What follows belongs to an exercise in optimizing a design on an open flow for small area and a short achievable clock period; a production flow would make more cautious choices.
RTL that was checked went through simulation tests only; none was proved equivalent to the original.

Design ex_top, start of the top module:
module ex_top (
    input  logic               clk,
    input  logic               reset,
    input  logic               in_valid,
    input  logic [4:0]         operator,
    input  logic [31:0]        operand1,
    input  logic [31:0]        operand2,
    input  logic [4:0]         dest_addr,
    input  logic               dest_write,
    output logic               out_valid,
    output logic [4:0]         write_addr,
    output logic               write_enable,
    output logic [31:0]        write_data
);
Size: about 4300 cells after synthesis, about 120 I/O pins, about 0.034 mm² of cells after synthesis.
Settings: LEC_CHECK=0, ABC_AREA=1, CAP_MARGIN=20, CORE_MARGIN=2, CORE_UTILIZATION=40, SETUP_SLACK_MARGIN=5.0, SLEW_MARGIN=20, SYNTH_HIERARCHICAL=1; clock period 14.0 ns.
run.sh (not shown) runs the stock make flow with config.mk's settings and CLKGATE_MAP_FILE= SYNTH_SCRIPT=/design/flow/synth_recipe.tcl, a recipe that flattens the netlist after the stock synthesis.
Change:
==> flow/flow/run.sh (new file) <==
#!/bin/bash
# Layout flow: the standard flow (standard.sh), with the port buffers
# inserted as sky130_fd_sc_hd__buf_2 cells instead of the default delay-buffer
# cells. Every tool's output goes to flow_run.log; ORFS keeps its per-step logs
# under orfs/logs.
set -euo pipefail
export BUFFER_PORTS_ARGS="-buffer_cell sky130_fd_sc_hd__buf_2"
bash standard.sh finish > flow_run.log 2>&1
==> flow/standard.sh (new file) <==
#!/bin/bash
# synth_recipe.tcl (not shown) runs the flow's synth.tcl, then flattens the netlist and writes it again
# the make line also repeats each setting of config.mk as NAME=value (left out here)
make -C /OpenROAD-flow-scripts/flow DESIGN_CONFIG=/design/flow/config.mk WORK_HOME=/design/flow/orfs CLKGATE_MAP_FILE= SYNTH_SCRIPT=/design/flow/synth_recipe.tcl "${@:-finish}"
--- a/flow/config.mk
+++ b/flow/config.mk
@@ -11,3 +11,3 @@
 export CORE_UTILIZATION = 40
-export SETUP_SLACK_MARGIN = 5.0
+export SETUP_SLACK_MARGIN = 4.5
 export SLEW_MARGIN = 20
removed: flow/run.sh
Setup slack got worse by 0.36 ns; die area stays the same.
Function was not checked in any run of this note: the RTL went through the layout flow alone.

## try-raven
Another version of the RTL of ex_top (not shown whole).
For scale: roughly 4300 cells after synthesis, ~100 flip-flops, about 120 I/O pins.
Settings: LEC_CHECK=0, ABC_AREA=1, CAP_MARGIN=20, CORE_MARGIN=2, CORE_UTILIZATION=60, SLEW_MARGIN=20; clock period 14.0 ns.
Stock flow here: none of the scripts above is used.
--- input diff try-raven..try-sierra ---
diff --git a/flow/config.mk b/flow/config.mk
--- a/flow/config.mk
+++ b/flow/config.mk
@@ -8 +7,0 @@
-export ABC_AREA = 1
@@ -11 +10 @@
-export CORE_UTILIZATION = 60
+export CORE_UTILIZATION = 40
## What came out
Compared to try-raven, try-sierra has arithmetic-cell share of the synthesized area counting full adders, half adders and majority gates 5.2 points lower. For try-raven, the worst setup path endpoint was hi[31], unlike try-sierra, where it was write_data[31]. try-sierra reports a higher number of standard-cell rows in the floorplan than try-raven does.
--- input diff try-sierra..try-zinc ---
diff --git a/flow/config.mk b/flow/config.mk
--- a/flow/config.mk
+++ b/flow/config.mk
@@ -7,0 +8 @@
+export ABC_AREA = 1
Findings:
Every run in the comparison, try-sierra and try-zinc, completed the flow with a clean layout.
Number of non-clock inverters in the layout in try-zinc vs try-sierra: up 194
Cmp try-zinc vs try-sierra: global routing met1 resource utilization lower in try-zinc
Routed wire in try-zinc totals less than in try-sierra.
| clock input transition at the sequential cells of the worst setup and hold paths | try-sierra vs try-zinc | ≈ equal |
Post-synthesis cell type count (try-zinc over try-sierra): decrease, 25
try-zinc reports a lower initial DRC count than try-sierra does.
Global-route usage (lower): try-zinc
Function was not checked in any run of this note: the RTL went through the layout flow alone.

Another version of the RTL of ex_top (not shown whole).
For scale: roughly 3800 cells after synthesis, roughly 32000 µm² of cells after synthesis.
export LEC_CHECK = 0
export ABC_AREA = 1
export CAP_MARGIN = 20
export CORE_MARGIN = 2
export CORE_UTILIZATION = 40
export SETUP_SLACK_MARGIN = 4.5
export SLEW_MARGIN = 20
export SYNTH_HIERARCHICAL = 1
create_clock -name core_clock -period 14.0 [get_ports {clk}]
standard.sh (not shown) runs the stock make flow with config.mk's settings and CLKGATE_MAP_FILE= SYNTH_SCRIPT=/design/flow/synth_recipe.tcl, a recipe that flattens the netlist after the stock synthesis.
==> flow/flow/run.sh <==
#!/bin/bash
# Layout flow: the standard flow (standard.sh), with the port buffers
# inserted as sky130_fd_sc_hd__buf_4 cells instead of the default delay-buffer
# cells. Every tool's output goes to flow_run.log; ORFS keeps its per-step logs
# under orfs/logs.
set -euo pipefail
export BUFFER_PORTS_ARGS="-buffer_cell sky130_fd_sc_hd__buf_4"
bash standard.sh finish > flow_run.log 2>&1
The baseline produced a clean layout.
Then changed:
==> flow/flow/run.sh (replaced) <==
#!/bin/bash
# Layout flow: the standard flow (standard.sh), with the port buffers
# inserted as sky130_fd_sc_hd__buf_2 cells instead of the default delay-buffer
# cells. Every tool's output goes to flow_run.log; ORFS keeps its per-step logs
# under orfs/logs.
set -euo pipefail
export BUFFER_PORTS_ARGS="-buffer_cell sky130_fd_sc_hd__buf_2"
export SETUP_SLACK_MARGIN=4.7
bash standard.sh finish > flow_run.log 2>&1
Settings changed: SETUP_SLACK_MARGIN 4.5 to default.
What happened:
- The changed run finished clean
- routed wire length goes up by about 2.6%
- hold slack stays flat
- register-to-register slack stays flat
- non-clock buffer count is higher by 35
- setup slack is better by 0.21 ns
- design area goes up by 1.4%
- synthesized area is unchanged
- utilization went up by 0.63 points
- global-route usage increases by 0.37 points

Another version of the RTL of ex_top (not shown whole).
Size in the first run: ~3,800 cells after synthesis, roughly 0.032 sq mm of cells after synthesis.
Settings: LEC_CHECK=0, ABC_AREA=1, CAP_MARGIN=20, CORE_MARGIN=2, CORE_UTILIZATION=40, GPL_ROUTABILITY_DRIVEN=0, SETUP_SLACK_MARGIN=4.5, SLEW_MARGIN=20, SYNTH_HIERARCHICAL=1; clock period 14.0 ns.
==> flow/flow/run.sh <==
#!/bin/bash
# Layout flow: the standard flow (standard.sh), with the port buffers
# inserted as sky130_fd_sc_hd__buf_2 cells instead of the default delay-buffer
# cells. Every tool's output goes to flow_run.log; ORFS keeps its per-step logs
# under orfs/logs.
set -euo pipefail
export BUFFER_PORTS_ARGS="-buffer_cell sky130_fd_sc_hd__buf_2"
bash standard.sh finish > flow_run.log 2>&1
The baseline completed without violations.
Change:
GPL_ROUTABILITY_DRIVEN = default   (was 0)
After rerunning: The changed run went through all stages and came out clean; via count falls by 1.0%; hold slack improved by 3.4 ps; wire length rises by 0.61%; clock-buffer cell count stays the same.
Change:
PLACE_DENSITY = 0.75   (was default)
After rerunning: Routed wire length is lower by 2.0%; setup slack gets better by 31 ps; non-clock buffer count went down by 1; synthesized area does not change; worst hold slack is better by 6.8 ps; fmax went up by about 0.33%.
Function was not checked in any run of this note: the RTL went through the layout flow alone.

==> what the ideal ports hide <==
How much do the figures lean on ideal ports? The routed layouts below were timed once more, with nothing changed but the port constraints.
Step 1: set_driving_cell puts a clkbuf_16 on clk and a buf_2 on each other input, an assumption about the parent block.
Step 2 adds t to the input delays and takes it off the output delays; t is the mean of the earliest and latest rising clock arrival at the registers after step 1. Input paths then give back, and output paths get back, about the clock's delay inside the block.
Slacks: ideal / step 1 / step 2; pairs: ideal / step 1.
| run | t (ns) | slack for setup (ns) | clock arrival spread, ns |
|---|---|---|---|
| the first run of note 1 | 0.446 | 5.044 / 5.069 / 4.624 | 0.016 / 0.017 |
| the second run of note 1 | 0.451 | 4.686 / 4.718 / 4.267 | 0.009 / 0.009 |
| try-raven | 0.412 | 0.940 / 0.950 / 0.537 | 0.016 / 0.017 |
| try-sierra | 0.421 | 0.360 / 0.362 / -0.059 | 0.024 / 0.024 |
| try-zinc | 0.408 | 1.101 / 1.065 / 0.656 | 0.015 / 0.015 |
| the first run of note 3 | 0.395 | 4.579 / 4.568 / 4.173 | 0.009 / 0.009 |
| the second run of note 3 | 0.402 | 4.790 / 4.802 / 4.400 | 0.017 / 0.016 |
| the first run of note 4 | 0.394 | 4.703 / 4.705 / 4.311 | 0.015 / 0.016 |
| the second run of note 4 | 0.399 | 4.571 / 4.580 / 4.181 | 0.013 / 0.013 |
| the third run of note 4 | 0.414 | 4.601 / 4.609 / 4.195 | 0.009 / 0.008 |
With both steps, setup timing fails in try-sierra, where it was met with ideal ports. The setup slack of try-zinc, which loses most, moves by -0.036 ns with the drivers and by -0.445 ns with both steps.
